Background: an optimization exercise with open tools, aiming at small area, a short achievable clock period and few clock cycles. Do not read the settings as production practice. The RTL was checked by simulation tests, not by an equivalence proof against the original design. No activity file was given, so power comes from the tool's default toggle rates.

<file path="design/flow/config.mk">
export PLATFORM = sky130hd
export DESIGN_NAME = gem_img_line_decoder
export DESIGN_NICKNAME = gem_img_line_decoder
export VERILOG_FILES = /design/flow/design.v
export SDC_FILE = /design/flow/constraint.sdc
export NUM_CORES = 4
export LEC_CHECK = 0
export ABC_AREA = 1
export CAP_MARGIN = 20
export CORE_MARGIN = 2
export CORE_UTILIZATION = 60
export PLACE_DENSITY = 0.75
export SETUP_SLACK_MARGIN = 5
export SLEW_MARGIN = 20
</file>
<file path="design/flow/constraint.sdc">
create_clock -name core_clock -period 10.5 [get_ports {clk}]
set_input_delay 2.1000 -clock core_clock [delete_from_list [all_inputs] [get_ports {clk}]]
set_output_delay 2.1000 -clock core_clock [all_outputs]
set_load 0.01 [all_outputs]
</file>
<file path="design/flow/design.v">
package gimg_pkg;
  localparam logic [1:0] CFG_PATTERN_BYTES = 2'd0;
  localparam logic [1:0] CFG_LINE_BYTES    = 2'd1;
  localparam logic [1:0] CFG_LINE_TOTAL    = 2'd2;
  localparam logic [3:0]  PATTERN_BYTES_RST = 4'd2;
  localparam logic [15:0] LINE_BYTES_RST    = 16'd80;
  localparam logic [15:0] LINE_TOTAL_RST    = 16'd400;
  localparam logic [1:0] KIND_FILL    = 2'd0;
  localparam logic [1:0] KIND_LITERAL = 2'd1;
  localparam logic [1:0] KIND_PATTERN = 2'd2;
  localparam logic [7:0] TAG_PATTERN = 8'h00;
  localparam logic [7:0] TAG_BITSTR  = 8'h80;
  localparam logic [7:0] REP_MARK    = 8'hff;
  localparam logic [3:0] PH_LINE    = 4'd0;
  localparam logic [3:0] PH_SAW0    = 4'd1;
  localparam logic [3:0] PH_SAW00   = 4'd2;
  localparam logic [3:0] PH_REPN    = 4'd3;
  localparam logic [3:0] PH_TAG     = 4'd4;
  localparam logic [3:0] PH_PCOUNT  = 4'd5;
  localparam logic [3:0] PH_PATTERN = 4'd6;
  localparam logic [3:0] PH_LCOUNT  = 4'd7;
  localparam logic [3:0] PH_LITERAL = 4'd8;
  localparam logic [3:0] PH_LSKIP   = 4'd9;
endpackage
module gimg_cmpsub #(
  parameter int W = 8
) (
  input  logic [W-1:0] a,
  input  logic [W-1:0] b,
  output logic [W-1:0] d,
  output logic         ge,
  output logic         gt
);
  localparam int L = $clog2(W);
  logic [W-1:0] gl [0:L];
  logic [W-1:0] pl [0:L];
  assign gl[0] = a & ~b;
  assign pl[0] = ~(a ^ b);
  for (genvar l = 0; l < L; l++) begin : g_lvl
    for (genvar i = 0; i < W; i++) begin : g_bit
      if (((i >> l) & 1) == 1) begin : g_join
        localparam int J = ((i >> l) << l) - 1;
        assign gl[l+1][i] = gl[l][i] | (pl[l][i] & gl[l][J]);
        assign pl[l+1][i] = pl[l][i] & pl[l][J];
      end else begin : g_pass
        assign gl[l+1][i] = gl[l][i];
        assign pl[l+1][i] = pl[l][i];
      end
    end
  end
  assign d[0] = ~pl[0][0];
  for (genvar i = 1; i < W; i++) begin : g_sum
    assign d[i] = pl[0][i] ^ (gl[L][i-1] | pl[L][i-1]);
  end
  assign ge = gl[L][W-1] | pl[L][W-1];
  assign gt = gl[L][W-1];
endmodule
import gimg_pkg::*;
module gem_img_line_decoder (
  input  logic        clk,
  input  logic        rst_n,
  input  logic        in_valid,
  output logic        in_ready,
  input  logic [7:0]  in_data_byte,
  input  logic        in_image_start,
  output logic        out_valid,
  input  logic        out_ready,
  output logic [1:0]  out_run_kind,
  output logic [7:0]  out_fill_byte,
  output logic [63:0] out_pattern_word,
  output logic [15:0] out_byte_count,
  output logic        out_end_of_line,
  output logic [7:0]  out_line_repeats,
  output logic        out_image_done,
  input  logic        cfg_valid,
  output logic        cfg_ready,
  input  logic [1:0]  cfg_index,
  input  logic [15:0] cfg_data
);
  logic [3:0]  plen_r;
  logic [15:0] lb_r;
  logic [15:0] lt_r;
  logic        a_vld, b_vld, ir_r;
  logic [7:0]  a_d, b_d;
  logic        b_s;
  logic [3:0]  ph_r;
  logic [15:0] bl_r;       
  logic [15:0] ll_r;       
  logic        act_r;      
  logic [7:0]  rep_r;      
  logic [10:0] tc_r;       
  logic [2:0]  idx_r;      
  logic        out_vld_r;
  logic [1:0]  kind_r;
  logic [7:0]  fill_r;
  logic [63:0] store_r;
  logic [10:0] cnt_r;      
  logic        eol_r;
  logic [7:0]  reps_r;
  logic        done_r;
  logic in_take, step, a_free, a_new_vld, a_new_s, init;
  logic b_vld_nxt;
  assign in_ready  = ir_r;
  assign in_take   = in_valid && !b_vld;
  assign step      = a_vld && (!out_vld_r || out_ready);
  assign a_free    = !a_vld || step;
  assign a_new_vld = b_vld || in_take;
  assign a_new_s   = b_vld ? b_s : in_image_start;
  assign init      = a_free && a_new_vld && a_new_s;
  assign b_vld_nxt = a_free ? 1'b0 : a_new_vld;
  assign cfg_ready = 1'b1;
  always_ff @(posedge clk) begin
    if (!rst_n) begin
      a_vld <= 1'b0;
      b_vld <= 1'b0;
      ir_r  <= 1'b1;
    end else begin
      if (a_free) a_vld <= a_new_vld;
      b_vld <= b_vld_nxt;
      ir_r  <= !b_vld_nxt;
    end
  end
  always_ff @(posedge clk) begin
    if (a_free) begin
      a_d <= b_vld ? b_d : in_data_byte;
    end
    if (!b_vld) begin
      b_d <= in_data_byte;
      b_s <= in_image_start;
    end
  end
  logic [7:0]  d;
  logic        line_start;
  logic [15:0] bl_e;
  logic        d_zero, d_80, d_ff;
  logic        tagph, solid, lit, patb, first, full, emit, cstep;
  logic [10:0] cnt;
  logic [10:0] dlo;
  logic        bge, bgt;
  logic [15:0] diff;
  logic        eol_c;
  logic [10:0] clip;
  logic [7:0]  llo;
  logic        lge, lgt;
  logic [15:0] ll_sub;
  logic        done_c;
  logic [7:0]  reps_c;
  logic        more;
  logic [10:0] tc_add, tc_sum;
  logic [3:0]  ph_nxt;
  logic [15:0] lt_in;
  assign d = a_d;
  assign line_start = (ph_r == PH_LINE);
  assign bl_e       = line_start ? lb_r : bl_r;
  assign d_zero = (d == 8'h00);
  assign d_80   = (d == TAG_BITSTR);
  assign d_ff   = (d == REP_MARK);
  assign tagph = line_start || (ph_r == PH_TAG);
  assign solid = tagph && !d_zero && !d_80;
  assign lit   = (ph_r == PH_LITERAL);
  assign patb  = (ph_r == PH_PATTERN) || ((ph_r == PH_SAW00) && !d_ff);
  assign first = (idx_r == 3'd0);
  assign full  = (idx_r == 3'(plen_r - 4'd1));
  assign emit  = act_r && (solid || lit || (patb && full));
  assign cstep = (ph_r == PH_SAW0) || (ph_r == PH_PCOUNT);
  always_comb begin
    if (tagph)    cnt = {4'd0, d[6:0]};
    else if (lit) cnt = 11'd1;
    else          cnt = tc_r;
  end
  gimg_cmpsub #(.W(11)) u_bl (.a(bl_e[10:0]), .b(cnt), .d(dlo), .ge(bge), .gt(bgt));
  assign eol_c = (bl_e[15:11] == 5'd0) && !bgt;
  assign diff  = {bge ? bl_e[15:11] : bl_e[15:11] - 5'd1, dlo};
  assign clip  = eol_c ? bl_e[10:0] : cnt;
  gimg_cmpsub #(.W(8)) u_ll (.a(ll_r[7:0]), .b(rep_r), .d(llo), .ge(lge), .gt(lgt));
  assign done_c = (ll_r[15:8] == 8'd0) && !lgt;
  assign ll_sub = {lge ? ll_r[15:8] : ll_r[15:8] - 8'd1, llo};
  assign reps_c = done_c ? ll_r[7:0] : rep_r;
  assign more   = (tc_r[7:0] != 8'd1);
  assign tc_add = patb ? {3'd0, store_r[63:56]} : 11'h7ff;
  assign tc_sum = tc_r + tc_add;
  assign lt_in = (cfg_valid && cfg_index == CFG_LINE_TOTAL) ? cfg_data : lt_r;
  always_comb begin
    ph_nxt = ph_r;
    case (ph_r)
      PH_LINE, PH_TAG: begin
        if (d_zero)    ph_nxt = line_start ? PH_SAW0 : PH_PCOUNT;
        else if (d_80) ph_nxt = PH_LCOUNT;
        else           ph_nxt = eol_c ? PH_LINE : PH_TAG;
      end
      PH_SAW0:    ph_nxt = d_zero ? PH_SAW00 : PH_PATTERN;
      PH_SAW00, PH_PATTERN: begin
        if (d_ff && ph_r == PH_SAW00) ph_nxt = PH_REPN;
        else if (full)                ph_nxt = eol_c ? PH_LINE : PH_TAG;
        else                          ph_nxt = PH_PATTERN;
      end
      PH_REPN:    ph_nxt = PH_TAG;
      PH_PCOUNT:  ph_nxt = PH_PATTERN;
      PH_LCOUNT:  ph_nxt = d_zero ? PH_TAG : PH_LITERAL;
      PH_LITERAL: begin
        if (more) ph_nxt = eol_c ? PH_LSKIP : PH_LITERAL;
        else      ph_nxt = eol_c ? PH_LINE : PH_TAG;
      end
      PH_LSKIP:   ph_nxt = more ? PH_LSKIP : PH_LINE;
      default:    ph_nxt = PH_LINE;
    endcase
  end
  always_ff @(posedge clk) begin
    if (!rst_n) begin
      act_r <= 1'b0;
    end else if (init) begin
      act_r <= (lt_in != 16'd0);
    end else if (step && emit && eol_c && done_c) begin
      act_r <= 1'b0;
    end
  end
  always_ff @(posedge clk) begin
    if (init) begin
      ph_r  <= PH_LINE;
      ll_r  <= lt_in;
      rep_r <= 8'd1;
    end else if (step) begin
      ph_r <= ph_nxt;
      if (emit && eol_c)         ll_r <= ll_sub;
      if (emit && eol_c)         rep_r <= 8'd1;
      else if (ph_r == PH_REPN)  rep_r <= d_zero ? 8'd1 : d;
    end
    if (step) begin
      bl_r <= emit ? diff : bl_e;
      if (cstep || ph_r == PH_LCOUNT)                  tc_r <= {3'd0, d};
      else if ((patb && !full) || lit || ph_r == PH_LSKIP) tc_r <= tc_sum;
      idx_r <= patb ? idx_r + 3'd1 : 3'd0;
    end
  end
  logic       cl_en;
  logic [1:0] kind_n;
  logic [7:0] fill_n;
  logic [7:0] st_wr, st_hold;
  assign cl_en  = step && emit;
  assign kind_n = patb ? KIND_PATTERN : (lit ? KIND_LITERAL : KIND_FILL);
  assign fill_n = lit ? d : (patb ? 8'd0 : {8{d[7]}});
  always_ff @(posedge clk) begin
    if (!rst_n) begin
      out_vld_r <= 1'b0;
    end else begin
      out_vld_r <= (step && emit) || (!step && out_vld_r && !out_ready);
    end
  end
  always_ff @(posedge clk) begin
    kind_r <= (kind_n & {2{step}}) | (kind_r & {2{!step}});
    fill_r <= (fill_n & {8{step}}) | (fill_r & {8{!step}});
    cnt_r  <= (clip & {11{cl_en}}) | (cnt_r & {11{!cl_en}});
    eol_r  <= (eol_c & cl_en) | (eol_r & !cl_en);
    reps_r <= (reps_c & {8{cl_en && eol_c}}) | (reps_r & {8{!cl_en}});
    done_r <= (done_c & eol_c & cl_en) | (done_r & !cl_en);
  end
  always_comb begin
    for (int k = 0; k < 7; k++) begin
      st_wr[k]   = step && patb && (idx_r == 3'(k));
      st_hold[k] = !step || (patb && (idx_r != 3'(k)) && (idx_r != 3'd0));
    end
    st_wr[7]   = step && ((patb && idx_r == 3'd7) || cstep);
    st_hold[7] = !step || (patb && !full);
  end
  always_ff @(posedge clk) begin
    for (int k = 0; k < 8; k++) begin
      store_r[8*k +: 8] <= (d & {8{st_wr[k]}}) | (store_r[8*k +: 8] & {8{st_hold[k]}});
    end
  end
  assign out_valid        = out_vld_r;
  assign out_run_kind     = kind_r;
  assign out_fill_byte    = fill_r;
  assign out_pattern_word = store_r;
  assign out_byte_count   = {5'd0, cnt_r};
  assign out_end_of_line  = eol_r;
  assign out_line_repeats = reps_r;
  assign out_image_done   = done_r;
  always_ff @(posedge clk) begin
    if (!rst_n) begin
      plen_r <= PATTERN_BYTES_RST;
      lb_r   <= LINE_BYTES_RST;
      lt_r   <= LINE_TOTAL_RST;
    end else if (cfg_valid) begin
      case (cfg_index)
        CFG_PATTERN_BYTES: begin
          if (cfg_data[3:0] == 4'd0)     plen_r <= 4'd1;
          else if (cfg_data[3:0] > 4'd8) plen_r <= 4'd8;
          else                           plen_r <= cfg_data[3:0];
        end
        CFG_LINE_BYTES: lb_r <= cfg_data;
        CFG_LINE_TOTAL: lt_r <= cfg_data;
        default: begin
        end
      endcase
    end
  end
endmodule
</file>
<file path="design/flow/flow/run.sh">
#!/bin/bash
set -euo pipefail
bash standard.sh SETUP_SLACK_MARGIN=7.5 \
  "BUFFER_PORTS_ARGS=-buffer_cell sky130_fd_sc_hd__buf_1" \
  "CTS_ARGS=-sink_clustering_enable -repair_clock_nets -dont_use_dummy_load" \
  finish > standard.log 2>&1
</file>
<file path="design/flow/standard.sh">
#!/bin/bash
# synth_recipe.tcl (not shown) runs the flow's synth.tcl, then flattens the netlist and writes it again
# the make line also repeats each setting of config.mk as NAME=value (left out here)
make -C /OpenROAD-flow-scripts/flow DESIGN_CONFIG=/design/flow/config.mk WORK_HOME=/design/flow/orfs CLKGATE_MAP_FILE= SYNTH_SCRIPT=/design/flow/synth_recipe.tcl "${@:-finish}"
</file>
==> results of run 1 <==
## metal layers
metal  track usage  up-vias
li1              -     4354
met1        0.4045     4381
met2        0.5248      506
met3       0.06475       87
met4       0.09558        0
met5             0        -
## final timing paths
check	to	startpoint	cells past startpoint	slack [ps]
worst max-delay path	out_fill_byte[2]	register	1	7360
worst min-delay path	b_d[6]	b_d[6]	2	460
worst max register to register	ll_r[15]	ph_r[0]	16	7550
worst min register to register	b_d[6]	b_d[6]	2	460
## cells by family after synthesis
group,synth area share
AND/OR/NAND/NOR,0.2011
AO/OA/AOI/OAI,0.1351
flip-flops,0.5028
buffers and inverters,0.07473
adder cells (fa/ha/maj),0.05261
XOR/XNOR,0.01682
multiplexers,0.01619
other,0.0007590
## cell usage in the layout, fill, tap and decap left out, drive strengths merged, types with 2 or more instances in the layout
master    synthesis  final
clkbuf           28     43
o211ai            6      6
nor4              4      4
mux2i            16     16
inv             133    131
xnor2             7      7
o21a              2      2
nand4            11     11
o21ai           155    156
clkinv            3      3
a31oi             7      7
nand3            67     67
nor2             93     93
nor3             11     11
clkinvlp          0      5
xor2             12     12
o31ai             4      4
o22ai            23     23
nand3b            3      3
conb              2      6
nand2           274    276
dfxtp           133    133
buf              19    198
edfxtp           77     77
or2               4      4
a21oi            43     43
ha               40     40
## layout make-up
cell class                      count  area [um^2]
Clock buffer                       23        575.6
Fill cell                         943         2718
Inverter                          136        591.8
Multi-Input combinational cell    799         4842
Sequential cell                   210         5085
Tap cell                          216        270.3
Timing Repair Buffer              218         1894
Timing Repair inverter              3        23.77
## power groups by stage
| stage | logic (W) | registers (W) | clock network [W] |
|---|---|---|---|
| final | 0.000313 | 0.000892 | 0.000682 |
| after global routing | 0.000340 | 0.000894 | 0.000716 |
| after CTS | 0.000260 | 0.000892 | 0.000677 |
| after detailed placement | 0.000224 | 0.000908 | 0 |
| after global placement | 0.000217 | 0.000908 | 0 |
| after floorplan | 0.000177 | 0.000906 | 0 |
## timing repair
item,4_1_cts,5_1_grt
endpoints found under the setup margin,318,191
gates cloned,5,2
gates resized for setup,283,91
pin swaps,17,29
buffers inserted,38,50
## through the flow
stage	area [um^2]	hold WS [ps]	worst slack [ps]	cells	power (W)
after floorplan	10290	414.3	7270	1189	0.001082
after global placement	10710	434.5	6327	1487	0.001125
after detailed placement	10710	445.6	6277	1487	0.001132
after CTS	12570	460.8	7349	1553	0.001829
after global routing	13280	477.6	7338	1605	0.001950
final	13280	457.0	7357	1605	0.001887
==> notes.md, run 1 <==
NumNets Final around 1,500; Metal-1 WL 11,440 um; Worst EP required 8400 ps; distinct cell type count after synthesis 48; met2 WL about 14,000 um; Port Buffers roughly 130; minimum clock period 3143 ps; H-tree levels 1; DIE WIDTH approximately 130 um; Finished Core Util 0.8302; sequential power share 0.473; Worst-Margin Slew ~610 ps; Hold Path Class reg2reg; TritonCTS clock tree yes; Final setup violation count 0; Leak Pwr between 5 and 6 nW; post-detailed-route wirelength per cell 18.59 um; Internal 0.001379 W; starting density of the core 0.6184; Synth Flop Type dfxtp_1; crit path DAT ~1000 ps; full die area 17,530 um^2; Core ar. between 15,000 and 20,000 um^2; Top Metal Used met4; synthesized area approximately 9900 um^2; Routed Antenna Nets 0; Worst-path clk slew 60 ps; Row Count 46; maxcap violations 0; post-cts hold buffer count 0; drt total wl 29,830 um; Area Growth Syn to Fin 34.24%; #FFs+latches synth 210; number of synthesized flops with an enable pin 77; top cell type by total area after synthesis dfxtp_1; first-pass GRT wire length between 40,000 and 50,000 um; Max Root-Sink Buffers 3; worst path bufs/invs 1; num ports 135; combinational fraction of design power 0.166; height of the die 132.4 um; Global Route Usage Sum 0.3112; hpwl dp around 17,000 um; syn avg cell area 8.350 um^2; Sw Share 0.2694; clock share of power 0.362; Final period util 0.2993; GPL Wtd Cong roughly 0.9; worst IR drop on VDD ~0.00012 V; Async SR Flop Fraction 0; Max-slew headroom 0.5917; critical path endpoint category output pin; largest net degree at the start of global routing 42; critical path fanouts, max 1; share of cells above drive strength 1 0.2988; routed vias approximately 9,300; metal3 WL ~2800 um; run status timing/DRC/antenna clean; register area share after synthesis 0.5028; Final TNS setup 0 ps; RSZ-0062 raised after global routing true; clock latency (worst-skew pair) 510 ps; Slowest-stage cell, CP edfxtp_1; 1st-iter DRT viols roughly 840; antenna violations before repair 0; Synth top area share 0.2691; crit-path max cell delay 390 ps; TritonCTS buffer count 23; synth top area cells dfxtp_1, edfxtp_1, nand2_1, o21ai_0, ha_1; DRC 0; global route total overflow 0; CP Launch Type register; clk root buf clkbuf_16; antenna cells 0; Mapped Cells approximately 1,200; yosys warns 7; clock sinks 210; power density cells around 140 nW/um^2; fmax between 300 and 400 MHz; Vias per Instance 5.812; Post-synth top cells nand2_1, o21ai_0, dfxtp_1, inv_1, nor2_1; top-count cell post-synth nand2_1; vias in the first global route ~8,600; Max Clock Skew roughly 23 ps; CP cell instances clkbuf_2; family with the most delay on the worst path flip-flops; sw power between 0.0005 and 0.0006 W; 1st-pass router iterations 6; Final Slew Violations 0; endpoints failing hold 0; crit path kind reg2out
Testbench counts, summed over its fixed seeds: cycles 18,194.
==> run 2: changes to the inputs <==
==> design/flow/flow/run.sh (replaced) <==
#!/bin/bash
set -euo pipefail
bash standard.sh SETUP_SLACK_MARGIN=7.1 \
  "BUFFER_PORTS_ARGS=-buffer_cell sky130_fd_sc_hd__buf_1" \
  "CTS_ARGS=-sink_clustering_enable -repair_clock_nets -dont_use_dummy_load" \
  finish > standard.log 2>&1
==> run 2 against run 1 <==
Non-clock buffer count shrank 78; critical path depth grew 7; sequential share of layout area grew 5.9 points.
==> notes.md, run 2 <==
run status timing/DRC/antenna clean (unchanged); power density cells 157.0 nW/um^2 (was 142.1 nW/um^2); metal3 WL 1586 um (was 2784 um); synth top area cells dfxtp_1, edfxtp_1, nand2_1, o21ai_0, ha_1 (unchanged); number of synthesized flops with an enable pin 77 (unchanged); routed vias 8,415 (was 9,328); pre-CTS WS 5774 ps (was 6277 ps); sequential power share 0.503 (was 0.473); hpwl dp 16,400 um (was 16,930 um); Synth Flop Type dfxtp_1 (unchanged); post-detailed-route wirelength per cell 15.72 um (was 18.59 um); DRC 0 (unchanged); GPL Wtd Cong 0.9595 (was 0.8963); Max Root-Sink Buffers 3 (unchanged); NumNets Final 1,381 (was 1,464); clock sinks 210 (unchanged); Leak Pwr 4.651 nW (was 5.617 nW); post-synthesis simple-gate area fraction 0.2011 (unchanged); clk root buf clkbuf_16 (unchanged); CP cell instances buf_1 > nand3_4 > mux2i_1 > nand4_1 > nor2_1 > nand3_1 > o31ai_1 > a21oi_1 (was clkbuf_2); final instance area 11,270 um^2 (was 13,280 um^2); #FFs+latches synth 210 (unchanged); global route total overflow 0 (unchanged); Slowest-stage cell, CP mux2i_1 (was edfxtp_1); first-pass GRT wire length 38,480 um (was 44,180 um); commonest non-fill, non-tap cell in the layout nand2_1 (unchanged); fmax 298.3 MHz (was 318.2 MHz); Port Buffers 128 (unchanged); Metal-1 WL 10,560 um (was 11,440 um); height of the die 132.4 um (unchanged); endpoints failing hold 0 (unchanged); family with the most delay on the worst path simple AND/OR/NAND/NOR gates (was flip-flops); Final setup violation count 0 (unchanged); Mapped Cells 1,185 (unchanged); Final TNS setup 0 ps (unchanged); Synth Area in XOR/XNOR 0.01682 (unchanged); CP Launch Type input pin (was register); register area share after synthesis 0.5028 (unchanged); syn avg cell area 8.350 um^2 (unchanged); critical path fanouts, max 19 (was 1); RSZ-0062 raised after global routing true (unchanged); post-cts hold buffer count 0 (unchanged); Worst-path clk slew 60 ps (about the same); final worst setup slack 7148 ps (was 7357 ps); synthesized area 9894 um^2 (unchanged); minimum clock period 3352 ps (was 3143 ps); combinational fraction of design power 0.129 (was 0.166); Placement Cell Area 10,510 um^2 (was 10,710 um^2); antenna violations before repair 0 (unchanged); Final Slew Violations 0 (unchanged); Top Metal Used met4 (unchanged); Worst EP required 10,860 ps (was 8400 ps); Synth top area share 0.2691 (unchanged); 1st-pass router iterations 5 (was 6); met2 WL 11,260 um (was 14,470 um); top cell type by total area after synthesis dfxtp_1 (unchanged); share of cells above drive strength 1 0.06508 (was 0.2988); Sw Share 0.2554 (was 0.2694); drt total wl 23,930 um (was 29,830 um); Worst-Margin Slew 720.6 ps (was 608.6 ps); antenna cells 0 (unchanged); clock share of power 0.368 (was 0.362); Routed Antenna Nets 0 (unchanged); Hold Path Class reg2reg (unchanged); crit-path max cell delay 390 ps (about the same); 1st-iter DRT viols 536 (was 838); mux share of post-synthesis cell area 0.01619 (unchanged); starting density of the core 0.6184 (unchanged); crit path kind in2reg (was reg2out); Global Route Usage Sum 0.2661 (was 0.3112); worst IR drop on VDD 0.0001087 V (was 0.0001162 V); Area Growth Syn to Fin 13.86% (was 34.24%); clock latency (worst-skew pair) 500 ps (was 510 ps); Final period util 0.3193 (was 0.2993); Max-slew headroom 0.5181 (was 0.5917); yosys warns 7 (unchanged); sw power 0.0004517 W (was 0.0005085 W); worst path bufs/invs 1 (unchanged); post-synthesis adder-cell area fraction 0.05260 (unchanged); Internal 0.001317 W (was 0.001379 W); Hold WS 453.8 ps (was 457.0 ps); full die area 17,530 um^2 (unchanged); Post-synth top cells nand2_1, o21ai_0, dfxtp_1, inv_1, nor2_1 (unchanged); Row Count 46 (unchanged); critical path endpoint category register (was output pin); Vias per Instance 5.529 (was 5.812); maxcap violations 0 (unchanged); distinct cell type count after synthesis 48 (unchanged); crit path DAT 3720 ps (was 1040 ps); num ports 135 (unchanged); main combinational cell family by area after synthesis simple AND/OR/NAND/NOR gates (unchanged); most frequent cells in the layout nand2_1, o21ai_0, dfxtp_1 (was nand2_1, o21ai_0, inv_1); Async SR Flop Fraction 0 (unchanged); vias in the first global route 7,931 (was 8,624); largest net degree at the start of global routing 42 (unchanged); top-count cell post-synth nand2_1 (unchanged); Synth Area in Compound Gates 0.1351 (unchanged); DIE WIDTH 132.4 um (unchanged); Max Clock Skew 21.39 ps (was 22.83 ps); Core ar. 16,000 um^2 (unchanged); TritonCTS clock tree yes (unchanged); TritonCTS buffer count 22 (was 23); H-tree levels 1 (unchanged)
-- run 2: changes by cell type in the layout (fill, tap and decap cells not counted), moves of 10 or more --
cell      previous run  this run
buf_1               29       128
buf_4               74        10
buf_6               85         1
clkbuf_2            20         0
dfxtp_1             55       133
dfxtp_2             73         0
inv_1              110       121
mux2i_1              4        16
nand2_1            253       264
nand3_1             55        65
o21ai_0            124       138
-- run 2: through the flow --
stage / instances / power, W / utilization
after CTS: 1518 / 0.001771 / 0.6966
after detailed placement: 1490 / 0.001122 / 0.6569
after floorplan: 1189 / 0.001071 / -
after global placement: 1490 / 0.001116 / 0.6569
after global routing: 1522 / 0.001835 / 0.7041
final: 1522 / 0.001768 / 0.7041
-- run 2: routing by layer --
metal,GRT usage,vias up
met1,0.3647,3908
met2,0.4485,282
met5,0,-
met4,0.07646,0
li1,-,4184
met3,0.02950,41
-- run 2: final cells by class --
cell class	count	area [um^2]
inverter	136	523.0
clock buffer	22	550.5
fill	1335	4735
timing repair inverter	1	7.507
sequential	210	4975
tap	216	270.3
multi-input combinational	797	4353
timing repair buffer	140	586.8
-- run 2: cells by family after synthesis --
logic type      Yosys count
xor+xnor                 19
mux                      16
other cells               2
buf+inv                 183
fa+ha+maj                41
flops                   210
compound gates          244
simple gates            470
-- run 2: final timing paths --
kind	startpoint	endpoint	slack, ps	depth (start not counted)
worst max-delay path	cfg_index[1]	act_r	7150	8
worst min-delay path	reps_r[6]	reps_r[6]	450	2
worst max register to register	ph_r[1]	rep_r[4]	7280	20
worst min register to register	reps_r[6]	reps_r[6]	450	2
-- run 2: timing repair --
action | 4_1_cts | 5_1_grt
pin swaps | 1 | 5
hold endpoints to repair | 0 | 0
endpoints found under the setup margin | 159 | 65
buffers inserted | 5 | 3
cloned | 1 | 1
resized for setup | 13 | 18
-- run 2: worst min-delay path: cells and delay by family (launching register included) --
kind / cells / cell delay, ps
and+or+nand+nor: 1 / 50
AOI/OAI and AO/OA: 1 / 50
DFF: 1 / 300
-- run 2: power by group through the flow --
stage	Combinational [W]	Sequential, W	Clock (W)
after floorplan	0.000166	0.000905	0
after global placement	0.000209	0.000906	0
after detailed placement	0.000214	0.000907	0
after CTS	0.000220	0.000890	0.000660
after global routing	0.000257	0.000893	0.000685
final	0.000227	0.000890	0.000651
==> run 3: changes to the inputs <==
==> design/flow/flow/run.sh (replaced) <==
#!/bin/bash
set -euo pipefail
bash standard.sh SETUP_SLACK_MARGIN=7.2 \
  "BUFFER_PORTS_ARGS=-buffer_cell sky130_fd_sc_hd__buf_1" \
  "CTS_ARGS=-sink_clustering_enable -repair_clock_nets -dont_use_dummy_load" \
  finish > standard.log 2>&1
==> run 3 against run 2 <==
Still clean on timing, DRC and antenna; sequential cell count unchanged; count of clock-buffer cells in the layout unchanged; worst hold slack got worse by 0.63 ps; non-clock buffer count increased by 19; synthesized cell count unchanged; die area unchanged; final cell count increased by 1.3%; global-route usage increased by 0.75 points; critical path type unchanged; largest power group unchanged; highest routed layer unchanged.
==> notes.md, run 3 <==
DIE WIDTH 132.4 um (unchanged); 1st-pass router iterations 6 (was 5); synth top area cells dfxtp_1, edfxtp_1, nand2_1, o21ai_0, ha_1 (unchanged); crit path DAT 3620 ps (was 3720 ps); global route total overflow 0 (unchanged); top-count cell post-synth nand2_1 (unchanged); Finished Core Util 0.7272 (was 0.7041); Async SR Flop Fraction 0 (unchanged); Post-synth top cells nand2_1, o21ai_0, dfxtp_1, inv_1, nor2_1 (unchanged); vias in the first global route 8,008 (was 7,931); crit path kind in2reg (unchanged); Final TNS setup 0 ps (unchanged); Port Buffers 128 (unchanged); critical path fanouts, max 3 (was 19); Row Count 46 (unchanged); Reg area 4976 um^2 (was 4975 um^2); Final setup violation count 0 (unchanged); distinct cell type count after synthesis 48 (unchanged); H-tree levels 1 (unchanged); height of the die 132.4 um (unchanged); clk root buf clkbuf_16 (unchanged); power density cells 154.2 nW/um^2 (was 157.0 nW/um^2); post-cts hold buffer count 0 (unchanged); full die area 17,530 um^2 (unchanged); Hold Path Class reg2reg (unchanged); DRC 0 (unchanged); endpoints failing hold 0 (unchanged); Core ar. 16,000 um^2 (unchanged); Filler Cell Count 1,244 (was 1,335); Worst-Margin Slew 677.8 ps (was 720.6 ps); register area share after synthesis 0.5028 (unchanged); Synth Flop Type dfxtp_1 (unchanged); Synth top area share 0.2691 (unchanged); Routed Antenna Nets 0 (unchanged); Leak Pwr 4.740 nW (was 4.651 nW); Worst-path clk slew 50 ps (was 60 ps); drt total wl 24,990 um (was 23,930 um); Max-slew headroom 0.5481 (was 0.5181); GPL Wtd Cong 0.9206 (was 0.9595); antenna violations before repair 0 (unchanged); top cell type by total area after synthesis dfxtp_1 (unchanged); antenna cells 0 (unchanged); #FFs+latches synth 210 (unchanged); maxcap violations 0 (unchanged); RSZ-0062 raised after global routing true (unchanged); fmax 308.1 MHz (was 298.3 MHz); TritonCTS buffer count 22 (unchanged); critical path endpoint category register (unchanged); starting density of the core 0.6184 (unchanged); syn avg cell area 8.350 um^2 (unchanged); number of synthesized flops with an enable pin 77 (unchanged); Max Root-Sink Buffers 3 (unchanged); post-detailed-route wirelength per cell 16.21 um (was 15.72 um); Area Growth Syn to Fin 17.59% (was 13.86%); CP cell instances buf_1 > inv_1 > nand3_4 > buf_4 > mux2i_2 > nand4_1 > nor2_1 > nand3_1 > o31ai_2 > a21oi_1 (was buf_1 > nand3_4 > mux2i_1 > nand4_1 > nor2_1 > nand3_1 > o31ai_1 > a21oi_1); Final period util 0.3091 (was 0.3193); synthesized area 9894 um^2 (unchanged); largest net degree at the start of global routing 31 (was 42); CP Launch Type input pin (unchanged); Max Clock Skew 16.36 ps (was 21.39 ps); Global Route Usage Sum 0.2735 (was 0.2661); commonest non-fill, non-tap cell in the layout nand2_1 (unchanged); yosys warns 7 (unchanged); clock latency (worst-skew pair) 500 ps (about the same); Worst EP required 10,880 ps (was 10,860 ps); area of the multi-input gates 4504 um^2 (was 4353 um^2); Mapped Cells 1,185 (unchanged); crit-path max cell delay 290 ps (was 390 ps); clock sinks 210 (unchanged); Vias per Instance 5.586 (was 5.529); 1st-iter DRT viols 674 (was 536); NumNets Final 1,401 (was 1,381); most frequent cells in the layout nand2_1, o21ai_0, dfxtp_1 (unchanged); TritonCTS clock tree yes (unchanged); hpwl dp 16,650 um (was 16,400 um); share of cells above drive strength 1 0.09729 (was 0.06508); routed vias 8,613 (was 8,415); minimum clock period 3246 ps (was 3352 ps); num ports 135 (unchanged); Slowest-stage cell, CP mux2i_2 (was mux2i_1); worst IR drop on VDD 0.0001438 V (was 0.0001087 V); Final Slew Violations 0 (unchanged); first-pass GRT wire length 39,340 um (was 38,480 um); run status timing/DRC/antenna clean (unchanged)
## run 3: cells by family after synthesis
kind of cell | Yosys count | share of synthesized area
buffers and inverters | 183 | 0.07473
multiplexers | 16 | 0.01619
flip-flops | 210 | 0.5028
AND/OR/NAND/NOR | 470 | 0.2011
XOR/XNOR | 19 | 0.01682
adder cells (fa/ha/maj) | 41 | 0.05261
AO/OA/AOI/OAI | 244 | 0.1351
other | 2 | 0.0007590
## run 3: routing by layer
metal / GRT usage / share of wire / up-vias
met1: 0.3734 / 0.43 / 3998
met3: 0.04061 / 0.069 / 66
met5: 0 / 0 / -
met4: 0.09020 / 0.030 / 0
li1: - / - / 4225
met2: 0.4499 / 0.47 / 324
## run 3: path summary, 6_finish.rpt
path,startpoint,depth (start not counted),slack (ps),end
hold reg to reg,reps_r[6],2,450,reps_r[6]
setup / recovery,cfg_index[0],10,7250,act_r
setup reg to reg,ph_r[2],14,7320,ll_r[15]
hold / removal,reps_r[6],2,450,reps_r[6]
## run 3: cell type report
| class | instances | area share |
|---|---|---|
| clock buffer | 22 | 0.04732 |
| inverter | 136 | 0.04581 |
| multi-input combinational | 797 | 0.3871 |
| sequential | 210 | 0.4277 |
| tap | 216 | 0.02323 |
| timing repair buffer | 159 | 0.06753 |
| timing repair inverter | 2 | 0.001290 |
## run 3: timing repair
item	in CTS	in global routing
endpoints found under the setup margin	175	106
resized for setup	29	36
pin swaps	3	7
setup buffers	11	17
gates cloned	1	2
## run 3: report_power, final
group | internal, W | switching, W
Sequential | 0.000877 | 0.0000150
Clock | 0.000367 | 0.000291
Combinational | 0.0000822 | 0.000162
## run 3: worst max-delay path: cells and delay by family
family / cells / cell delay [ps]
multiplexers: 1 / 290
AO/OA/AOI/OAI: 2 / 310
buffers and inverters: 3 / 410
AND/OR/NAND/NOR: 4 / 510
## run 3: through the flow
stage / total power, W / worst slack [ps] / cell area (um^2) / instances / hold WS (ps)
after CTS: 0.001780 / 7206 / 11300 / 1523 / 456.3
after global placement: 0.001118 / 5700 / 10530 / 1489 / 437.1
after detailed placement: 0.001124 / 5658 / 10530 / 1489 / 432.7
final: 0.001794 / 7254 / 11630 / 1542 / 453.2
after floorplan: 0.001072 / 7227 / 10010 / 1189 / 414.3
after global routing: 0.001859 / 7140 / 11630 / 1542 / 477.0
==> run 4: changes to the inputs <==
==> design/flow/flow/run.sh (replaced) <==
#!/bin/bash
set -euo pipefail
bash standard.sh SETUP_SLACK_MARGIN=7.3 \
  "BUFFER_PORTS_ARGS=-buffer_cell sky130_fd_sc_hd__buf_1" \
  "CTS_ARGS=-sink_clustering_enable -repair_clock_nets -dont_use_dummy_load" \
  finish > standard.log 2>&1
==> run 4 against run 3 <==
Worst setup slack better by 83 ps; sequential power is essentially flat; worst hold slack about the same; final cell count shrank 0.13%; critical path type is now reg2out; largest cell class unchanged.
==> notes.md, run 4 <==
power density cells 152.7 nW/um^2 (was 154.2 nW/um^2); Internal 0.001332 W (was 0.001326 W); share of cells above drive strength 1 0.1042 (was 0.09729); post-detailed-route wirelength per cell 16.20 um (was 16.21 um); number of synthesized flops with an enable pin 77 (unchanged); clock sinks 210 (unchanged); metal3 WL 1855 um (was 1719 um); global route total overflow 0 (unchanged); CP Launch Type register (was input pin); most frequent cells in the layout nand2_1, o21ai_0, dfxtp_1 (unchanged); worst IR drop on VDD 0.0001194 V (was 0.0001438 V); Vias per Instance 5.618 (was 5.586); met2 WL 11,960 um (was 11,870 um); Worst-path clk slew 60 ps (was 50 ps); minimum clock period 3163 ps (was 3246 ps); maxcap violations 0 (unchanged); syn avg cell area 8.350 um^2 (unchanged); TritonCTS buffer count 22 (unchanged); Max Root-Sink Buffers 3 (unchanged); largest net degree at the start of global routing 33 (was 31); combinational fraction of design power 0.140 (was 0.136); register area share after synthesis 0.5028 (unchanged); distinct cell type count after synthesis 48 (unchanged); critical path fanouts, max 3 (unchanged); Leak Pwr 4.769 nW (was 4.740 nW); Global Route Usage Sum 0.2627 (was 0.2735); #FFs+latches synth 210 (unchanged); top-count cell post-synth nand2_1 (unchanged); num ports 135 (unchanged); clock latency (worst-skew pair) 500 ps (about the same); Setup crit start out_vld_r (was cfg_index[0]); 1st-pass router iterations 5 (was 6); Final TNS setup 0 ps (unchanged); sequential power share 0.497 (about the same); sw power 0.0004630 W (was 0.0004672 W); Metal-1 WL 10,760 um (was 10,650 um); Routed Antenna Nets 0 (unchanged); Worst-Margin Slew 723.0 ps (was 677.8 ps); TritonCTS clock tree yes (unchanged); routed vias 8,652 (was 8,613); Sw Share 0.2579 (was 0.2605); worst path bufs/invs 1 (was 3); Port Buffers 128 (unchanged); Synth Flop Type dfxtp_1 (unchanged); vias in the first global route 7,689 (was 8,008); Mapped Cells 1,185 (unchanged); Max Clock Skew 20.15 ps (was 16.36 ps); top cell type by total area after synthesis dfxtp_1 (unchanged); clk root buf clkbuf_16 (unchanged); 1st-iter DRT viols 618 (was 674); critical path endpoint category output pin (was register); clock share of power 0.363 (was 0.367); synth top area cells dfxtp_1, edfxtp_1, nand2_1, o21ai_0, ha_1 (unchanged); Worst EP required 8400 ps (was 10,880 ps); fmax 316.2 MHz (was 308.1 MHz); Hold Path Class reg2reg (unchanged); Area Growth Syn to Fin 18.84% (was 17.59%); DRC 0 (unchanged); crit path DAT 1060 ps (was 3620 ps); Placed Instances 1,490 (was 1,489); synthesized area 9894 um^2 (unchanged); height of the die 132.4 um (unchanged); crit path kind reg2out (was in2reg); DIE WIDTH 132.4 um (unchanged); RSZ-0062 raised after global routing true (unchanged); post-cts hold buffer count 0 (unchanged); Slowest-stage cell, CP dfxtp_1 (was mux2i_2); Final setup violation count 0 (unchanged); GPL Wtd Cong 0.8901 (was 0.9206); run status timing/DRC/antenna clean (unchanged); family with the most delay on the worst path flip-flops (was simple AND/OR/NAND/NOR gates); starting density of the core 0.6184 (unchanged); worst hold start lb_r[15] (was reps_r[6]); Core ar. 16,000 um^2 (unchanged); endpoints failing hold 0 (unchanged); Synth top area share 0.2691 (unchanged); R2R Path Start ph_r[3] (was ph_r[2]); Non-Filler Instances 1,540 (was 1,542); Final Slew Violations 0 (unchanged); full die area 17,530 um^2 (unchanged); first-pass GRT wire length 37,960 um (was 39,340 um); yosys warns 7 (unchanged); drt total wl 24,950 um (was 24,990 um); Async SR Flop Fraction 0 (unchanged); Row Count 46 (unchanged); Max-slew headroom 0.5152 (was 0.5481); H-tree levels 1 (unchanged); commonest non-fill, non-tap cell in the layout nand2_1 (unchanged); Top Metal Used met4 (unchanged); Final period util 0.3012 (was 0.3091); antenna violations before repair 0 (unchanged); hpwl dp 16,450 um (was 16,650 um); Post-synth top cells nand2_1, o21ai_0, dfxtp_1, inv_1, nor2_1 (unchanged); crit-path max cell delay 400 ps (was 290 ps); antenna cells 0 (unchanged); NumNets Final 1,399 (was 1,401); CP cell instances buf_1 (was buf_1 > inv_1 > nand3_4 > buf_4 > mux2i_2 > nand4_1 > nor2_1 > nand3_1 > o31ai_2 > a21oi_1)
## run 4: logic make-up (layout without fill, tap and decap cells)
family / Yosys count / count (layout) / synth area share
compound gates: 244 / 244 / 0.1351
simple gates: 470 / 471 / 0.2011
mux: 16 / 16 / 0.01619
xor+xnor: 19 / 19 / 0.01682
fa+ha+maj: 41 / 41 / 0.05261
buf+inv: 183 / 317 / 0.07473
flops: 210 / 210 / 0.5028
other cells: 2 / 6 / 0.0007590
## run 4: final timing paths
check / endpoint / slack, ps / cells after the start
max: out_valid / 7340 / 1
max reg2reg: ll_r[13] / 7440 / 12
min: lb_r[15] / 450 / 2
min reg2reg: lb_r[15] / 450 / 2
## run 4: final cells by class
type                       instances  area, um^2
sequential                       210        4980
multi-input combinational        797        4588
fill                            1228        4242
timing repair buffer             159       827.0
clock buffer                      22       550.5
inverter                         136       543.0
tap                              216       270.3
## run 4: metal layers
metal	GRT usage	vias up
met5	0	-
li1	-	4207
met3	0.04483	35
met4	0.05854	0
met1	0.3627	4066
met2	0.4364	344
## run 4: metrics by stage
stage               setup slack, ps    util  hold WS (ps)  cell area [um^2]  total power (W)
finish                         7337  0.7349         452.8             11760         0.001795
detailed placement             6046  0.6634         440.7             10610         0.001127
global route                   7275  0.7349         477.3             11760         0.001863
global placement               6099  0.6634         434.0             10610         0.001122
CTS                            7314  0.7128         452.0             11400         0.001779
floorplan                      7269       -         414.3             10110         0.001077
## run 4: power groups by stage
stage | Sequential [W] | Clock, W | Combinational, W
3_3_place_gp | 0.000907 | 0 | 0.000215
4_1_cts | 0.000891 | 0.000659 | 0.000230
2_1_floorplan | 0.000905 | 0 | 0.000171
6_report | 0.000892 | 0.000652 | 0.000252
3_5_place_dp | 0.000908 | 0 | 0.000219
5_1_grt | 0.000894 | 0.000689 | 0.000280
## run 4: repair_timing
item                                    4_1_cts  5_1_grt
gates cloned                                  1        2
endpoints found under the setup margin      191       86
resized for setup                            25       42
setup buffers                                14       11
pin swaps                                     5        8
==> run 5: changes to the inputs <==
--- a/design/flow/config.mk
+++ b/design/flow/config.mk
@@ -9,6 +9,6 @@
 export CAP_MARGIN = 20
 export CORE_MARGIN = 2
-export CORE_UTILIZATION = 60
-export PLACE_DENSITY = 0.75
+export CORE_UTILIZATION = 70
+export PLACE_DENSITY = 0.85
 export SETUP_SLACK_MARGIN = 5
 export SLEW_MARGIN = 20
==> run 5 against run 4 <==
Utilization up 12 points; area after synthesis stayed put; synthesized cell count is the same; sequential cell count unchanged; largest power group unchanged; total power is 1.3% higher; non-clock buffer count is 17 higher; final cell count fell by 1.2%; die area shrank 14%; global-route usage rose by 8.3 points; sequential power barely moved.
==> notes.md, run 5 <==
run status timing/DRC/antenna clean (unchanged); Hold Path Class reg2reg (unchanged); critical path fanouts, max 1 (was 3); antenna cells 0 (unchanged); Area Growth Syn to Fin 19.75% (was 18.84%); Global Route Usage Sum 0.3458 (was 0.2627); Placement Cell Area 10,550 um^2 (was 10,610 um^2); endpoints failing hold 0 (unchanged); R2R Setup Slk 7310 ps (was 7440 ps); DRC 0 (unchanged); DIE WIDTH 122.9 um (was 132.4 um); crit path kind reg2out (unchanged); synthesized area 9894 um^2 (unchanged); 1st-pass router iterations 6 (was 5); NumNets Final 1,417 (was 1,399); Port Buffers 128 (unchanged); Mapped Cells 1,185 (unchanged); Row Count 43 (was 46); clock sinks 210 (unchanged); CP cell instances buf_1 (unchanged); clk root buf clkbuf_16 (unchanged); clock latency (worst-skew pair) 510 ps (was 500 ps); Final setup violation count 0 (unchanged); largest net degree at the start of global routing 33 (unchanged); Hold WS 450.7 ps (was 452.8 ps); syn avg cell area 8.350 um^2 (unchanged); RSZ-0062 raised after global routing true (unchanged); GPL Wtd Cong 0.9208 (was 0.8901); worst path bufs/invs 1 (unchanged); Filler Cell Count 754 (was 1,228); final instance area 11,850 um^2 (was 11,760 um^2); Final period util 0.3072 (was 0.3012); Core ar. 13,830 um^2 (was 16,000 um^2); drt total wl 28,750 um (was 24,950 um); Worst-path clk slew 60 ps (about the same); CP Launch Type register (unchanged); number of synthesized flops with an enable pin 77 (unchanged); most frequent cells in the layout nand2_1, o21ai_0, dfxtp_1 (unchanged); share of cells above drive strength 1 0.1207 (was 0.1042); Vias per Instance 6.204 (was 5.618); full die area 15,100 um^2 (was 17,530 um^2); vias in the first global route 8,329 (was 7,689); synth top area cells dfxtp_1, edfxtp_1, nand2_1, o21ai_0, ha_1 (unchanged); top-count cell post-synth nand2_1 (unchanged); Synth top area share 0.2691 (unchanged); register area share after synthesis 0.5028 (unchanged); first-pass GRT wire length 40,910 um (was 37,960 um); height of the die 122.9 um (was 132.4 um); crit-path max cell delay 470 ps (was 400 ps); Total Power 0.001818 W (was 0.001795 W); Slowest-stage cell, CP edfxtp_1 (was dfxtp_1); commonest non-fill, non-tap cell in the layout nand2_1 (unchanged); distinct cell type count after synthesis 48 (unchanged); Worst-Margin Slew 740.2 ps (was 723.0 ps); routed vias 9,443 (was 8,652); Leak Pwr 4.833 nW (was 4.769 nW); Worst EP required 8400 ps (about the same); 1st-iter DRT viols 1,124 (was 618); Post-synth top cells nand2_1, o21ai_0, dfxtp_1, inv_1, nor2_1 (unchanged); maxcap violations 0 (unchanged); Final TNS setup 0 ps (unchanged); minimum clock period 3226 ps (was 3163 ps); #FFs+latches synth 210 (unchanged); global route total overflow 0 (unchanged); Max-slew headroom 0.5036 (was 0.5152); num ports 135 (unchanged); Async SR Flop Fraction 0 (unchanged); Routed Antenna Nets 0 (unchanged); TritonCTS clock tree yes (unchanged); family with the most delay on the worst path flip-flops (unchanged); post-detailed-route wirelength per cell 18.89 um (was 16.20 um); top cell type by total area after synthesis dfxtp_1 (unchanged); worst IR drop on VDD 0.0001228 V (was 0.0001194 V); starting density of the core 0.7156 (was 0.6184); power density cells 153.5 nW/um^2 (was 152.7 nW/um^2); hpwl dp 16,890 um (was 16,450 um); Synth Flop Type dfxtp_1 (unchanged); Max Root-Sink Buffers 3 (unchanged); H-tree levels 1 (unchanged); critical path endpoint category output pin (unchanged); antenna violations before repair 0 (unchanged); TritonCTS buffer count 22 (unchanged); yosys warns 7 (unchanged); fmax 310.0 MHz (was 316.2 MHz); Final Slew Violations 0 (unchanged); Max Clock Skew 36.40 ps (was 20.15 ps); crit path DAT 1130 ps (was 1060 ps)
## run 5: cell counts after synthesis
Identical to the previous run, type by type.
## run 5: cells by family (layout without fill, tap and decap cells)
group | count (synthesis) | after routing | share of synthesized area
and+or+nand+nor | 470 | 471 | 0.2011
other | 2 | 6 | 0.0007590
muxes | 16 | 16 | 0.01619
adders and majority gates | 41 | 41 | 0.05261
AOI/OAI and AO/OA | 244 | 244 | 0.1351
DFF | 210 | 210 | 0.5028
buffers and inverters | 183 | 335 | 0.07473
xor gates and xnor gates | 19 | 19 | 0.01682
## run 5: tightest hold or removal path, delay by kind of cell, from the launching register on
kind	cells	cell delay, ps
flip-flops	1	310
AND/OR/NAND/NOR	1	50
AO/OA/AOI/OAI	1	60
## run 5: report_power, final
part	internal, W	switching (W)	total, W
Combinational	0.0000904	0.000180	0.000270
Sequential	0.000877	0.0000169	0.000894
Clock	0.000367	0.000287	0.000654
Total	0.00133	0.000484	0.00182
## run 5: cell type report
cell class | count | area, um^2 | area share
tap | 180 | 225.2 | 0.01901
multi-input combinational | 797 | 4593 | 0.3876
clock buffer | 22 | 550.5 | 0.04646
timing repair buffer | 176 | 943.4 | 0.07962
timing repair inverter | 1 | 7.507 | 0.0006336
inverter | 136 | 549.3 | 0.04636
sequential | 210 | 4980 | 0.4203
## run 5: layer usage
| metal | part of all wire | GRT usage | up-vias |
|---|---|---|---|
| li1 | - | - | 4263 |
| met1 | 0.37 | 0.4552 | 4382 |
| met2 | 0.48 | 0.5784 | 637 |
| met3 | 0.097 | 0.04474 | 161 |
| met4 | 0.054 | 0.1444 | 0 |
| met5 | 0 | 0 | - |
## run 5: what timing repair did
item / 4_1_cts / 5_1_grt
gates resized for setup: 33 / 42
pin swaps: 7 / 12
setup endpoints to repair: 208 / 118
hold buffers: 0 / 0
setup buffers: 20 / 25
cloned: 2 / 1
## run 5: final timing paths
| kind | depth (start not counted) | endpoint | startpoint |
|---|---|---|---|
| worst max-delay path | 1 | out_image_done | register |
| worst min-delay path | 2 | store_r[0] | store_r[0] |
| worst max register to register | 12 | ll_r[11] | ph_r[2] |
| worst min register to register | 2 | store_r[0] | store_r[0] |
## run 5: per-stage QoR
| stage | cells | util | setup WS [ps] |
|---|---|---|---|
| floorplan | 1189 | - | 7269 |
| global placement | 1452 | 0.7633 | 5907 |
| detailed placement | 1452 | 0.7633 | 5790 |
| CTS | 1496 | 0.8285 | 7275 |
| global route | 1522 | 0.8569 | 7194 |
| finish | 1522 | 0.8569 | 7275 |
==> run 6: changes to the inputs <==
==> design/flow/flow/run.sh (replaced) <==
#!/bin/bash
set -euo pipefail
bash standard.sh SETUP_SLACK_MARGIN=7.3 \
  "BUFFER_PORTS_ARGS=-buffer_cell sky130_fd_sc_hd__buf_1" \
  "CTS_ARGS=-sink_clustering_enable -repair_clock_nets -dont_use_dummy_load -sink_clustering_size 30 -sink_clustering_max_diameter 120" \
  finish > standard.log 2>&1
--- a/design/flow/config.mk
+++ b/design/flow/config.mk
@@ -9,6 +9,6 @@
 export CAP_MARGIN = 20
 export CORE_MARGIN = 2
-export CORE_UTILIZATION = 70
-export PLACE_DENSITY = 0.85
+export CORE_UTILIZATION = 60
+export PLACE_DENSITY = 0.75
 export SETUP_SLACK_MARGIN = 5
 export SLEW_MARGIN = 20
==> run 6 against run 5 <==
Final cell count increased by 1.2%; synthesized cell count unchanged; routed wire length decreased by 14%.
==> notes.md, run 6 <==
run status timing/DRC/antenna clean (unchanged); Max-slew headroom 0.5392 (was 0.5036); final instance area 11,620 um^2 (was 11,850 um^2); Hold Path Class reg2reg (unchanged); Area Growth Syn to Fin 17.49% (was 19.75%); antenna violations before repair 0 (unchanged); Final period util 0.3022 (was 0.3072); Synth top area share 0.2691 (unchanged); NumNets Final 1,399 (was 1,417); routed vias 8,613 (was 9,443); H-tree levels 1 (unchanged); hpwl dp 16,450 um (was 16,890 um); 1st-pass router iterations 5 (was 6); vias in the first global route 7,586 (was 8,329); Worst EP required 10,850 ps (was 8400 ps); starting density of the core 0.6184 (was 0.7156); Global Route Usage Sum 0.2602 (was 0.3458); Final TNS setup 0 ps (unchanged); GPL Wtd Cong 0.8901 (was 0.9208); worst IR drop on VDD 0.0001162 V (was 0.0001228 V); top-count cell post-synth nand2_1 (unchanged); Max Root-Sink Buffers 3 (unchanged); endpoints failing hold 0 (unchanged); Worst-path clk slew 120 ps (was 60 ps); Hold WS 463.4 ps (was 450.7 ps); yosys warns 7 (unchanged); TritonCTS buffer count 10 (was 22); critical path endpoint category register (was output pin); full die area 17,530 um^2 (was 15,100 um^2); worst path bufs/invs 4 (was 1); synthesized area 9894 um^2 (unchanged); most frequent cells in the layout nand2_1, o21ai_0, dfxtp_1 (unchanged); Core ar. 16,000 um^2 (was 13,830 um^2); Mapped Cells 1,185 (unchanged); #FFs+latches synth 210 (unchanged); commonest non-fill, non-tap cell in the layout nand2_1 (unchanged); RSZ-0062 raised after global routing true (unchanged); Final setup violation count 0 (unchanged); Filler Cell Count 1,234 (was 754); Max Clock Skew 16.61 ps (was 36.40 ps); crit path DAT 3520 ps (was 1130 ps); Synth Flop Type dfxtp_1 (unchanged); top cell type by total area after synthesis dfxtp_1 (unchanged); Total Power 0.001566 W (was 0.001818 W); maxcap violations 0 (unchanged); Port Buffers 128 (unchanged); power density cells 134.7 nW/um^2 (was 153.5 nW/um^2); first-pass GRT wire length 37,650 um (was 40,910 um); share of cells above drive strength 1 0.1073 (was 0.1207); height of the die 132.4 um (was 122.9 um); Worst-Margin Slew 691.3 ps (was 740.2 ps); DIE WIDTH 132.4 um (was 122.9 um); Routed Antenna Nets 0 (unchanged); Final Slew Violations 0 (unchanged); largest net degree at the start of global routing 33 (unchanged); syn avg cell area 8.350 um^2 (unchanged); register area share after synthesis 0.5028 (unchanged); post-detailed-route wirelength per cell 16.05 um (was 18.89 um); num ports 135 (unchanged); Placement Cell Area 10,610 um^2 (was 10,550 um^2); DRC 0 (unchanged); fmax 315.2 MHz (was 310.0 MHz); Vias per Instance 5.593 (was 6.204); number of synthesized flops with an enable pin 77 (unchanged); drt total wl 24,720 um (was 28,750 um); clock sinks 210 (unchanged); synth top area cells dfxtp_1, edfxtp_1, nand2_1, o21ai_0, ha_1 (unchanged); family with the most delay on the worst path buffers and inverters (was flip-flops); clk root buf clkbuf_16 (unchanged); Post-synth top cells nand2_1, o21ai_0, dfxtp_1, inv_1, nor2_1 (unchanged); 1st-iter DRT viols 680 (was 1,124); global route total overflow 0 (unchanged); post-cts hold buffer count 0 (unchanged); crit path kind in2reg (was reg2out); clock latency (worst-skew pair) 470 ps (was 510 ps); CP Launch Type input pin (was register); minimum clock period 3173 ps (was 3226 ps); Slowest-stage cell, CP o31ai_2 (was edfxtp_1); crit-path max cell delay 260 ps (was 470 ps); TritonCTS clock tree yes (unchanged); critical path fanouts, max 6 (was 1); Row Count 46 (was 43); CP cell instances buf_6 > inv_12 > nand3_4 > buf_12 > buf_8 > mux2i_4 > nand4_1 > nor2_1 > nand3_1 > o31ai_2 > a21oi_1 (was buf_1); Leak Pwr 4.685 nW (was 4.833 nW); antenna cells 0 (unchanged); Async SR Flop Fraction 0 (unchanged); distinct cell type count after synthesis 48 (unchanged)
[run 6: logic make-up after synthesis]
kind of cell / after synthesis / synth area share
multiplexers: 16 / 0.01619
AND/OR/NAND/NOR: 470 / 0.2011
flip-flops: 210 / 0.5028
other: 2 / 0.0007590
AO/OA/AOI/OAI: 244 / 0.1351
buffers and inverters: 183 / 0.07473
adder cells (fa/ha/maj): 41 / 0.05261
XOR/XNOR: 19 / 0.01682
[run 6: cell type report]
cell class	instances	area (um^2)	share of cell area
Clock buffer	10	250.2	0.02153
Inverter	136	556.8	0.04790
Multi-Input combinational cell	798	4607	0.3963
Sequential cell	210	4981	0.4285
Tap cell	216	270.3	0.02325
Timing Repair Buffer	170	959.7	0.08255
[run 6: stage by stage]
stage	instances	setup WS (ps)	utilization
4_1_cts	1514	7247	0.6946
2_1_floorplan	1189	7269	-
6_report	1540	7327	0.7265
3_5_place_dp	1490	6046	0.6634
3_3_place_gp	1490	6099	0.6634
5_1_grt	1540	7272	0.7265
[run 6: what timing repair did]
action | in CTS | in global routing
gates cloned | 1 | 3
resized for setup | 26 | 56
pin swaps | 4 | 8
buffers inserted | 13 | 23
setup endpoints to repair | 191 | 100
[run 6: layer usage]
| layer | vias up | part of all wire | GRT usage |
|---|---|---|---|
| met5 | - | 0 | 0 |
| met4 | 0 | 0.020 | 0.05556 |
| met3 | 48 | 0.072 | 0.03946 |
| met2 | 333 | 0.47 | 0.4344 |
| met1 | 4022 | 0.43 | 0.3617 |
| li1 | 4210 | - | - |
[run 6: where the power goes]
part	leakage, nW	internal (W)	total (W)	switching [W]
logic	2.75	0.0000927	0.000260	0.000167
clock network	0.123	0.000173	0.000416	0.000243
registers	1.81	0.000876	0.000890	0.0000148
[run 6: worst reg2reg max path: cells and delay by family, from the launching register on]
kind	cells	cell delay [ps]
flip-flops	1	450
adder cells (fa/ha/maj)	1	200
AND/OR/NAND/NOR	6	900
AO/OA/AOI/OAI	3	650
buffers and inverters	4	530
[run 6: worst paths after layout]
kind / start / to / slack, ps / cells after the start
setup / recovery: cfg_index[0] / act_r / 7330 / 11
setup reg to reg: ph_r[2] / ll_r[10] / 7440 / 14
hold reg to reg: lb_r[15] / lb_r[15] / 460 / 2
hold / removal: lb_r[15] / lb_r[15] / 460 / 2
==> run 7: changes to the inputs <==
==> design/flow/flow/run.sh (replaced) <==
#!/bin/bash
set -euo pipefail
bash standard.sh SETUP_SLACK_MARGIN=7.3 \
  "BUFFER_PORTS_ARGS=-buffer_cell sky130_fd_sc_hd__buf_1" \
  "CTS_ARGS=-sink_clustering_enable -repair_clock_nets -dont_use_dummy_load -sink_clustering_size 24 -sink_clustering_max_diameter 80 -buf_list sky130_fd_sc_hd__clkbuf_16" \
  finish > standard.log 2>&1
--- a/design/flow/config.mk
+++ b/design/flow/config.mk
@@ -10,4 +10,5 @@
 export CORE_MARGIN = 2
 export CORE_UTILIZATION = 60
+export GPL_TIMING_DRIVEN = 1
 export PLACE_DENSITY = 0.75
 export SETUP_SLACK_MARGIN = 5
==> run 7 against run 6 <==
Area after synthesis unchanged; clock power up 9.4%; final cell count is the same; sequential share of layout area barely moved; fmax up 0.12%; highest routed layer unchanged; count of clock-buffer cells in the layout is 2 higher; critical path depth unchanged; still clean on timing, DRC and antenna; sequential cell count stayed put.
==> notes.md, run 7 <==
run status timing/DRC/antenna clean (unchanged); Routed Antenna Nets 0 (unchanged); global route total overflow 0 (unchanged); yosys warns 7 (unchanged); Row Count 46 (unchanged); register area share after synthesis 0.5028 (unchanged); Hold WS 458.5 ps (was 463.4 ps); fmax 315.6 MHz (was 315.2 MHz); drt total wl 24,460 um (was 24,720 um); crit path DAT 3520 ps (about the same); endpoints failing hold 0 (unchanged); NumNets Final 1,399 (unchanged); Leak Pwr 4.726 nW (was 4.685 nW); hpwl dp 16,450 um (unchanged); first-pass GRT wire length 37,430 um (was 37,650 um); Min-Delay Endpoint lb_r[15] (unchanged); CP cell instances buf_6 > inv_12 > nand3_4 > buf_12 > buf_8 > mux2i_4 > nand4_1 > nor2_1 > nand3_1 > o31ai_2 > a21oi_1 (unchanged); Final period util 0.3018 (was 0.3022); main combinational cell family by area after synthesis simple AND/OR/NAND/NOR gates (unchanged); CP Launch Type input pin (unchanged); height of the die 132.4 um (unchanged); Max Clock Skew 20.62 ps (was 16.61 ps); Port Buffers 128 (unchanged); top cell type by total area after synthesis dfxtp_1 (unchanged); post-synthesis adder-cell area fraction 0.05260 (unchanged); 1st-iter DRT viols 612 (was 680); Filler Cell Count 1,234 (unchanged); synthesized area 9894 um^2 (unchanged); num ports 135 (unchanged); number of synthesized flops with an enable pin 77 (unchanged); Worst EP required 10,850 ps (about the same); maxcap violations 0 (unchanged); crit path kind in2reg (unchanged); post-cts hold buffer count 0 (unchanged); vias in the first global route 7,626 (was 7,586); Synth Area in XOR/XNOR 0.01682 (unchanged); synth top area cells dfxtp_1, edfxtp_1, nand2_1, o21ai_0, ha_1 (unchanged); Final setup violation count 0 (unchanged); routed vias 8,555 (was 8,613); Total Power 0.001603 W (was 0.001566 W); Area Growth Syn to Fin 17.64% (was 17.49%); Placed Instances 1,490 (unchanged); Hold Path Class reg2reg (unchanged); mux share of post-synthesis cell area 0.01619 (unchanged); Max Root-Sink Buffers 3 (unchanged); minimum clock period 3169 ps (was 3173 ps); Global Route Usage Sum 0.2589 (was 0.2602); Non-Filler Instances 1,540 (unchanged); Slowest-stage cell, CP mux2i_4 (was o31ai_2); Worst-Margin Slew 751.4 ps (was 691.3 ps); GPL Wtd Cong 0.8901 (unchanged); share of cells above drive strength 1 0.1073 (unchanged); DRC 0 (unchanged); TritonCTS buffer count 12 (was 10); critical path fanouts, max 6 (unchanged); starting density of the core 0.6184 (unchanged); post-synthesis simple-gate area fraction 0.2011 (unchanged); most frequent cells in the layout nand2_1, o21ai_0, dfxtp_1 (unchanged); R2R Path Start ph_r[0] (was ph_r[2]); DIE WIDTH 132.4 um (unchanged); largest net degree at the start of global routing 33 (unchanged); Max-slew headroom 0.4991 (was 0.5392); Final Slew Violations 0 (unchanged); H-tree levels 1 (unchanged); syn avg cell area 8.350 um^2 (unchanged); TritonCTS clock tree yes (unchanged); RSZ-0062 raised after global routing false (was true); Mapped Cells 1,185 (unchanged); clock latency (worst-skew pair) 460 ps (was 470 ps); Final TNS setup 0 ps (unchanged); power density cells 137.7 nW/um^2 (was 134.7 nW/um^2); worst reg2reg path depth 11 (was 14); 1st-pass router iterations 5 (unchanged); Synth Area in Compound Gates 0.1351 (unchanged); Worst-path clk slew 90 ps (was 120 ps); crit-path max cell delay 250 ps (was 260 ps); R2R Setup Slk 7450 ps (was 7440 ps); commonest non-fill, non-tap cell in the layout nand2_1 (unchanged); reg2reg end ll_r[14] (was ll_r[10]); antenna cells 0 (unchanged); Synth Flop Type dfxtp_1 (unchanged); Async SR Flop Fraction 0 (unchanged); top-count cell post-synth nand2_1 (unchanged); critical path endpoint category register (unchanged); Placement Cell Area 10,610 um^2 (unchanged); #FFs+latches synth 210 (unchanged); clock sinks 210 (unchanged); clk root buf clkbuf_16 (unchanged); final instance area 11,640 um^2 (was 11,620 um^2); Synth top area share 0.2691 (unchanged); distinct cell type count after synthesis 48 (unchanged); worst IR drop on VDD 0.0001114 V (was 0.0001162 V); worst hold start lb_r[15] (unchanged); Vias per Instance 5.555 (was 5.593); Post-synth top cells nand2_1, o21ai_0, dfxtp_1, inv_1, nor2_1 (unchanged); Core ar. 16,000 um^2 (unchanged); full die area 17,530 um^2 (unchanged); antenna violations before repair 0 (unchanged); post-detailed-route wirelength per cell 15.88 um (was 16.05 um); hold path depth 2 (unchanged)
[run 7: kinds of logic after synthesis]
| kind of cell | Yosys count |
|---|---|
| other | 2 |
| DFF | 210 |
| buffers and inverters | 183 |
| adders and majority gates | 41 |
| xor gates and xnor gates | 19 |
| AOI/OAI and AO/OA | 244 |
| and+or+nand+nor | 470 |
| muxes | 16 |
[run 7: timing repair]
action | in CTS | in global routing
gates resized for setup | 26 | 55
gates cloned | 1 | 2
buffers inserted | 15 | 20
setup endpoints to repair | 195 | 84
pin swaps | 5 | 12
[run 7: layer usage]
layer / track usage / vias to the layer above / routed length, um / share of wire
li1: - / 4220 / - / -
met1: 0.3607 / 4017 / 11020 / 0.45
met5: 0 / - / 0 / 0
met2: 0.4309 / 272 / 11440 / 0.47
met3: 0.03870 / 46 / 1507 / 0.062
met4: 0.05675 / 0 / 487 / 0.020
[run 7: power breakdown]
group	total, W	internal [W]	switching [W]	leakage [nW]
clock	0.000455	0.000206	0.000249	0.148
combinational	0.000258	0.0000924	0.000165	2.77
sequential	0.000890	0.000875	0.0000149	1.81
total	0.00160	0.00117	0.000429	4.73
[run 7: metrics by stage]
step                setup slack (ps)    util
floorplan                       7269       -
finish                          7331  0.7275
global route                    7267  0.7275
CTS                             7301  0.6982
global placement                6099  0.6634
detailed placement              6046  0.6634
[run 7: worst max path at each step]
stage | start | endpoint | slack [ps] | cells after the start
floorplan | cfg_index[0] | act_r | 7270 | 9
global placement | out_ready | store_r[54] | 6100 | 10
detailed placement | out_ready | store_r[50] | 6050 | 10
CTS | cfg_index[0] | act_r | 7300 | 10
global route | cfg_index[0] | act_r | 7270 | 11
finish | cfg_index[0] | act_r | 7330 | 11
[run 7: final cells by class]
| class | count | area (um^2) | share of cell area |
|---|---|---|---|
| multi-input combinational | 797 | 4601 | 0.3952 |
| clock buffer | 12 | 300.3 | 0.02580 |
| tap | 216 | 270.3 | 0.02322 |
| sequential | 210 | 4982 | 0.4280 |
| inverter | 136 | 550.5 | 0.04730 |
| timing repair buffer | 169 | 935.9 | 0.08040 |
[run 7: worst max-delay path: cells and delay by family]
| family | cells | cell delay, ps |
|---|---|---|
| simple gates | 4 | 440 |
| buf+inv | 4 | 430 |
| compound gates | 2 | 310 |
| mux | 1 | 250 |

## what the ideal ports hide
The flow's constraints put no driver on any port. The routed layouts listed below were extracted and timed again, unchanged, in two steps.
Step 1 (the two cells are an assumption about what drives the block):
set clk [get_ports {clk}]
set_driving_cell -lib_cell sky130_fd_sc_hd__clkbuf_16 $clk
set_driving_cell -lib_cell sky130_fd_sc_hd__buf_2 [delete_from_list [all_inputs] $clk]
Step 2 moves the port delays by t, midway between the first and last clock arrival at a register: inputs arrive t later, outputs are due t later. That takes back most of the time a late clock gives input paths.
a / b / c = ideal / step 1 / step 2; a / b = the first two.
run | t, ns | setup WS [ns] | hold slack, ns | clock arrival spread, ns
run 1 | 0.544 | 7.357 / 7.310 / 6.873 | 0.457 / 0.457 / 0.457 | 0.023 / 0.023
run 2 | 0.533 | 7.148 / 7.168 / 6.635 | 0.454 / 0.454 / 0.454 | 0.021 / 0.022
run 3 | 0.541 | 7.254 / 7.270 / 6.736 | 0.453 / 0.453 / 0.453 | 0.016 / 0.016
run 4 | 0.531 | 7.337 / 7.293 / 6.833 | 0.453 / 0.453 / 0.453 | 0.020 / 0.020
run 5 | 0.540 | 7.275 / 7.229 / 6.786 | 0.451 / 0.451 / 0.451 | 0.037 / 0.036
run 6 | 0.504 | 7.327 / 7.304 / 6.832 | 0.463 / 0.463 / 0.463 | 0.021 / 0.021
run 7 | 0.496 | 7.331 / 7.288 / 6.840 | 0.458 / 0.458 / 0.458 | 0.022 / 0.021
After both steps setup and hold are still met in every run listed. The setup slack of run 3, which loses most, moves by +0.016 ns with the drivers and by -0.518 ns with both steps.
